Context: an optimization exercise on an open-source flow, tuned for small area, a short achievable clock period and few clock cycles per item. The choices shown serve that exercise and are no tape-out recipe. Only simulation tests tie the RTL to the original design; equivalence was not proved. No activity file was given, so power comes from the tool's default toggle rates. The flow treats the clock pin as an ideal source, which a real chip does not have.

Setup of indigo:
==> flow/design.v <==
package neural_pkg;
  typedef logic signed [15:0] sample_t;
  typedef logic signed [31:0] mua_t;
  typedef logic [5:0] ch_t;
  typedef logic signed [7:0] coeff_t;
  localparam int FIR_TAPS = 4;
  localparam logic [FIR_TAPS*8-1:0] FIR_COEFFS = {
    -8'sd2,
    -8'sd1,
    8'sd1,
    8'sd2
  };
  localparam int RES_W = 19;
endpackage
module sync_fifo #(
  parameter int DATA_W = 19,
  parameter int DEPTH  = 16
) (
  input  logic              bus_clk,
  input  logic              rst_n,
  input  logic [DATA_W-1:0] in_data,
  input  logic              in_valid,
  input  logic [3:0]        pend_ch,
  input  logic              in_next,
  output logic              stall_next,
  output logic [DATA_W-1:0] out_data,
  output logic [3:0]        out_channel,
  output logic              out_last,
  output logic              out_valid,
  input  logic              out_ready,
  output logic              overflow
);
  localparam int WIDTH = DATA_W + 4;
  localparam int PW = $clog2(DEPTH);
  localparam int CW = $clog2(DEPTH + 1);
  logic [DATA_W-1:0] pend;
  logic              pend_v;
  logic [WIDTH-1:0]  pend_word;
  logic [WIDTH-1:0] ring [DEPTH];
  logic [CW-1:0] n;
  logic [PW-1:0] twait;
  logic [PW-1:0] hwait;
  logic n_zero;
  logic full;
  logic at_tail;
  logic hold;
  logic ring_wr;
  logic lose;
  logic pend_v_d;
  logic overflow_d;
  logic [WIDTH-1:0] head_d;
  assign pend_word = {pend_ch, pend};
  assign n_zero  = (n == '0);
  assign full    = out_valid ? (n == CW'(DEPTH - 1)) : (n == CW'(DEPTH));
  assign at_tail = n_zero || (twait == '0);
  assign lose    = pend_v && full;
  assign hold    = pend_v && !full && !at_tail;
  assign ring_wr = pend_v && at_tail && (n != CW'(DEPTH));
  assign pend_v_d   = hold ? pend_v : in_valid;
  assign overflow_d = overflow || lose;
  assign head_d = n_zero ? pend_word : ring[DEPTH-1];
  logic          load_c      [2];
  logic          out_valid_c [2];
  logic [CW-1:0] n_c         [2];
  logic [PW-1:0] twait_c     [2];
  logic [PW-1:0] hwait_c     [2];
  logic          stall_c     [2];
  for (genvar r = 0; r < 2; r++) begin : g_ready
    logic head_free;
    logic from_ring;
    logic from_pend;
    logic ring_push;
    logic full_d;
    assign head_free = !out_valid || (r == 1);
    assign from_ring = head_free && !n_zero && (hwait == '0);
    assign from_pend = head_free && n_zero && pend_v;
    assign ring_push = pend_v && !full && !from_pend && at_tail;
    assign load_c[r]      = from_ring || from_pend;
    assign out_valid_c[r] = from_ring || from_pend || (out_valid && (r == 0));
    assign n_c[r]         = ring_push ? (from_ring ? n : n + 1'b1)
                                      : (from_ring ? n - 1'b1 : n);
    assign twait_c[r]     = ring_push ? '0 : twait - 1'b1;
    assign hwait_c[r]     = (ring_push && n_zero) ? PW'(DEPTH - 1) :
                            from_ring             ? '0 : hwait - 1'b1;
    assign full_d     = out_valid_c[r] ? (n_c[r] == CW'(DEPTH - 1))
                                       : (n_c[r] == CW'(DEPTH));
    assign stall_c[r] = (pend_v_d && full_d) || (overflow_d && (in_next || pend_v_d));
  end
  assign stall_next = out_ready ? stall_c[1] : stall_c[0];
  always_ff @(posedge bus_clk) begin
    if (!hold) begin
      pend <= in_data;
    end
  end
  always_ff @(posedge bus_clk) begin
    for (int i = 1; i < DEPTH; i++) begin
      ring[i] <= ring[i-1];
    end
    ring[0] <= ring_wr ? pend_word : ring[DEPTH-1];
  end
  always_ff @(posedge bus_clk) begin
    if (out_ready ? load_c[1] : load_c[0]) begin
      out_data    <= head_d[DATA_W-1:0];
      out_channel <= head_d[WIDTH-1:DATA_W];
      out_last    <= (head_d[WIDTH-1:DATA_W] == 4'hf);
    end
  end
  always_ff @(posedge bus_clk or negedge rst_n) begin
    if (!rst_n) begin
      pend_v    <= 1'b0;
      n         <= '0;
      twait     <= '0;
      hwait     <= '0;
      out_valid <= 1'b0;
      overflow  <= 1'b0;
    end else begin
      pend_v    <= pend_v_d;
      n         <= out_ready ? n_c[1] : n_c[0];
      twait     <= out_ready ? twait_c[1] : twait_c[0];
      hwait     <= out_ready ? hwait_c[1] : hwait_c[0];
      out_valid <= out_ready ? out_valid_c[1] : out_valid_c[0];
      overflow  <= overflow_d;
    end
  end
endmodule
module fir_bandpass #(
  parameter int NUM_CH = 16
) (
  input  logic                          bus_clk,
  input  logic                          rst_n,
  input  logic [15:0]                   in_data,
  input  logic                          in_valid,
  output logic                          in_ready,
  input  logic                          stall_next,
  output logic                          taken,
  output logic [neural_pkg::RES_W-1:0]  out_data,
  output logic [3:0]                    pend_channel,
  output logic                          out_valid
);
  localparam int RES_W = neural_pkg::RES_W;
  logic [3:0]  next_ch;
  logic [3:0]  wait_cnt;
  logic [1:0]  frame;
  logic        v0;
  logic [15:0] r1 [NUM_CH];
  logic [15:0] r2 [NUM_CH];
  logic [15:0] r3 [NUM_CH];
  logic [15:0] x1, x2, x3;
  logic [RES_W-2:0] part;
  assign taken = in_valid && in_ready;
  always_ff @(posedge bus_clk or negedge rst_n) begin
    if (!rst_n) begin
      in_ready <= 1'b1;
    end else begin
      in_ready <= (taken || wait_cnt == 4'd1) && !stall_next;
    end
  end
  always_ff @(posedge bus_clk or negedge rst_n) begin
    if (!rst_n) begin
      next_ch  <= '0;
      wait_cnt <= '0;
      frame    <= '0;
      v0       <= 1'b0;
    end else begin
      v0 <= taken;
      if (taken) begin
        next_ch <= next_ch + 1'b1;
        if (next_ch == 4'(NUM_CH - 1) && frame != 2'd3) begin
          frame <= frame + 1'b1;
        end
      end else begin
        wait_cnt <= wait_cnt - 1'b1;
      end
    end
  end
  always_ff @(posedge bus_clk) begin
    for (int i = 1; i < NUM_CH; i++) begin
      r1[i] <= r1[i-1];
      r2[i] <= r2[i-1];
      r3[i] <= r3[i-1];
    end
    if (taken) begin
      r1[0] <= in_data;
      r2[0] <= r1[NUM_CH-1];
      r3[0] <= r2[NUM_CH-1];
    end else begin
      r1[0] <= r1[NUM_CH-1];
      r2[0] <= r2[NUM_CH-1];
      r3[0] <= r3[NUM_CH-1];
    end
  end
  assign x1 = (frame >= 2'd1) ? r1[NUM_CH-1] : '0;
  assign x2 = (frame >= 2'd2) ? r2[NUM_CH-1] : '0;
  assign x3 = (frame >= 2'd3) ? r3[NUM_CH-1] : '0;
  logic signed [RES_W-2:0] p1, p2, p3;
  assign p1 = {{2{x1[15]}}, x1};
  assign p2 = {{2{x2[15]}}, x2};
  assign p3 = {{2{x3[15]}}, x3};
  always_ff @(posedge bus_clk) begin
    part <= p1 - p2 - (p3 <<< 1);
  end
  logic signed [RES_W-1:0] e0, ep;
  assign e0 = {{3{r1[0][15]}}, r1[0]};
  assign ep = {part[RES_W-2], part};
  assign out_data    = (e0 <<< 1) + ep;
  assign pend_channel = next_ch - (v0 ? 4'd2 : 4'd1);
  assign out_valid   = v0;
endmodule
module neural_filter_top (
  input  logic                bus_clk,
  input  logic                rst_n,
  input  logic [15:0]         sample,
  input  logic                sample_valid,
  output logic                sample_ready,
  output logic [31:0]         mua_data,
  output logic [5:0]          mua_channel,
  output logic                mua_last,
  output logic                mua_valid,
  input  logic                mua_ready,
  output logic                overflow
);
  localparam int NUM_CH    = 16;
  localparam int OUT_DEPTH = 16;
localparam int RES_W     = neural_pkg::RES_W;
  logic              taken;
  logic              out_stall;
  logic [RES_W-1:0]  fir_data;
  logic [3:0]        pend_channel;
  logic              fir_valid;
  logic [RES_W-1:0]  mua_res;
  logic [3:0]        mua_ch;
  fir_bandpass #(
    .NUM_CH (NUM_CH)
  ) fir_band_pass (
    .bus_clk      (bus_clk),
    .rst_n        (rst_n),
    .in_data      (sample),
    .in_valid     (sample_valid),
    .in_ready     (sample_ready),
    .stall_next   (out_stall),
    .taken        (taken),
    .out_data     (fir_data),
    .pend_channel (pend_channel),
    .out_valid    (fir_valid)
  );
  sync_fifo #(
    .DATA_W (RES_W),
    .DEPTH  (OUT_DEPTH)
  ) mua_fifo (
    .bus_clk     (bus_clk),
    .rst_n       (rst_n),
    .in_data     (fir_data),
    .in_valid    (fir_valid),
    .pend_ch     (pend_channel),
    .in_next     (taken),
    .stall_next  (out_stall),
    .out_data    (mua_res),
    .out_channel (mua_ch),
    .out_last    (mua_last),
    .out_valid   (mua_valid),
    .out_ready   (mua_ready),
    .overflow    (overflow)
  );
  assign mua_data    = {{(32-RES_W){mua_res[RES_W-1]}}, mua_res};
  assign mua_channel = {2'b00, mua_ch};
endmodule
==> flow/config.mk <==
export PLATFORM = sky130hd
export DESIGN_NAME = neural_filter_top
export DESIGN_NICKNAME = neural_filter_top
export VERILOG_FILES = /design/flow/design.v
export SDC_FILE = /design/flow/constraint.sdc
export NUM_CORES = 4
export LEC_CHECK = 0
export CAP_MARGIN = 20
export CORE_MARGIN = 2
export CORE_UTILIZATION = 45
export CTS_CLUSTER_DIAMETER = 80
export CTS_CLUSTER_SIZE = 30
export PLACE_DENSITY = 0.6
export SLEW_MARGIN = 20
==> flow/constraint.sdc <==
create_clock -name core_clock -period 14.0 [get_ports {bus_clk}]
set_input_delay 2.8000 -clock core_clock [delete_from_list [all_inputs] [get_ports {bus_clk}]]
set_output_delay 2.8000 -clock core_clock [all_outputs]
set_load 0.01 [all_outputs]
standard.sh (not shown) runs the stock make flow with config.mk's settings and CLKGATE_MAP_FILE= SYNTH_SCRIPT=/design/flow/synth_recipe.tcl, a recipe that flattens the netlist after the stock synthesis.
==> flow/flow/run.sh <==
#!/bin/bash
# Layout with the standard ORFS flow (standard.sh: standard synthesis,
# floorplan, power grid, placement, CTS, routing), changing only how it
# optimises:
#  - ports are buffered with buf_4 rather than the default buffer cell
#  - CTS clusters up to 30 sinks within 80 um and adds no dummy loads
#  - repair_timing works towards a setup slack of SETUP_SLACK_MARGIN
# The clock period and constraints are the standard flow's, unchanged.
set -euo pipefail
export BUFFER_PORTS_ARGS="-buffer_cell sky130_fd_sc_hd__buf_4"
export CTS_ARGS="-sink_clustering_enable -repair_clock_nets -sink_clustering_size 30 -sink_clustering_max_diameter 80 -dont_use_dummy_load"
export SETUP_SLACK_MARGIN=10.6
bash standard.sh finish > standard_flow.log 2>&1
Testbench counts of indigo, summed over its fixed seeds: cycles 6,168, items 6,144.
Input-level comparison between maple and indigo:
Settings: clearing CTS_CLUSTER_DIAMETER, which used to be 80; clearing CTS_CLUSTER_SIZE, which used to be 30; putting ABC_AREA at 1 where nothing was set.
diff --git a/flow/flow/run.sh b/flow/flow/run.sh
--- a/flow/flow/run.sh
+++ b/flow/flow/run.sh
@@ -11,3 +11,3 @@
 export CTS_ARGS="-sink_clustering_enable -repair_clock_nets -sink_clustering_size 30 -sink_clustering_max_diameter 80 -dont_use_dummy_load"
-export SETUP_SLACK_MARGIN=10.6
+export SETUP_SLACK_MARGIN=10
 bash standard.sh finish > standard_flow.log 2>&1
[summary]
- [compare] base=indigo new=maple: part of the total power dissipated in combinational logic now sits higher; share of the core filled with cells in the final layout now sits lower.
- XOR/XNOR share of the synthesized area: indigo vs maple, no meaningful difference
- [maple vs indigo] fraction of area in multi-input gates: lower in maple
- Diff maple and indigo: sequential share of cell area lower in indigo
- Diff indigo..maple | depth of the critical timing path with buffers and inverters included | unchanged
- maple ends up with a routed length on met1 that is about 2.4% lower than in indigo.
- Total power: maple above indigo
- As far as register area is concerned, indigo and maple perform about the same.
- When the final numbers for maple and indigo were put side by side, the clock-buffer cell count turned out to be greater in indigo.
- Re wire length: maple is 5.5% down on indigo.
### maple -> quartz
Settings: clearing ABC_AREA, which used to be 1; swapping 45 for 60 in CORE_UTILIZATION; swapping 0.6 for 0.7 in PLACE_DENSITY.
[summary]
- As far as final period utilization is concerned, quartz and maple perform about the same.
- Against maple, quartz comes in 0.33 points lower on share of the synthesized area in compound gates (AO/OA/AOI/OAI).
- The part of the total power dissipated in the clock network of quartz is higher than that of maple.
- quartz vs. maple: worst setup slack level, total length of routed wires shows a reduction of 2.5%, number of max-slew violations in the final report neither gained nor lost much.
- Sequential share of layout area delta for quartz relative to maple: 0.90 points higher
- Comparing cell-internal power for maple and quartz, the bigger number came from maple.
- [compare] base=maple new=quartz: total chip power went down by 1.3 mW, met3 layer wire length in the routed design went up by about 22%, pre-CTS setup slack went up by 39 ps.

==> port drivers added, routing unchanged <==
The results above use ideal ports. As a check the final layouts listed here were re-extracted and re-timed, cells and wires unchanged. Step 1 sets driving cells, clkbuf_16 on the clock port and buf_2 on the other inputs (assumed; they add their load-dependent delay and slew). Step 2, shift: input delay + t, output delay - t, t = (earliest + latest rising clock arrival at the registers) / 2. This alone moves slack from input paths to output paths. a / b / c = ideal / step 1 / step 2; a / b = the first two.
| run | shift t [ns] | setup WS [ns] | clock arrival spread, ns |
|---|---|---|---|
| indigo | 0.636 | 9.860 / 9.802 / 10.082 | 0.080 / 0.080 |
| maple | 0.641 | 9.865 / 9.808 / 9.512 | 0.079 / 0.079 |
| quartz | 0.643 | 9.867 / 9.809 / 9.601 | 0.062 / 0.062 |
After both steps every run listed still meets setup and hold. For maple, which loses most, drivers alone change the setup slack by -0.057 ns; drivers and shift together by -0.353 ns.
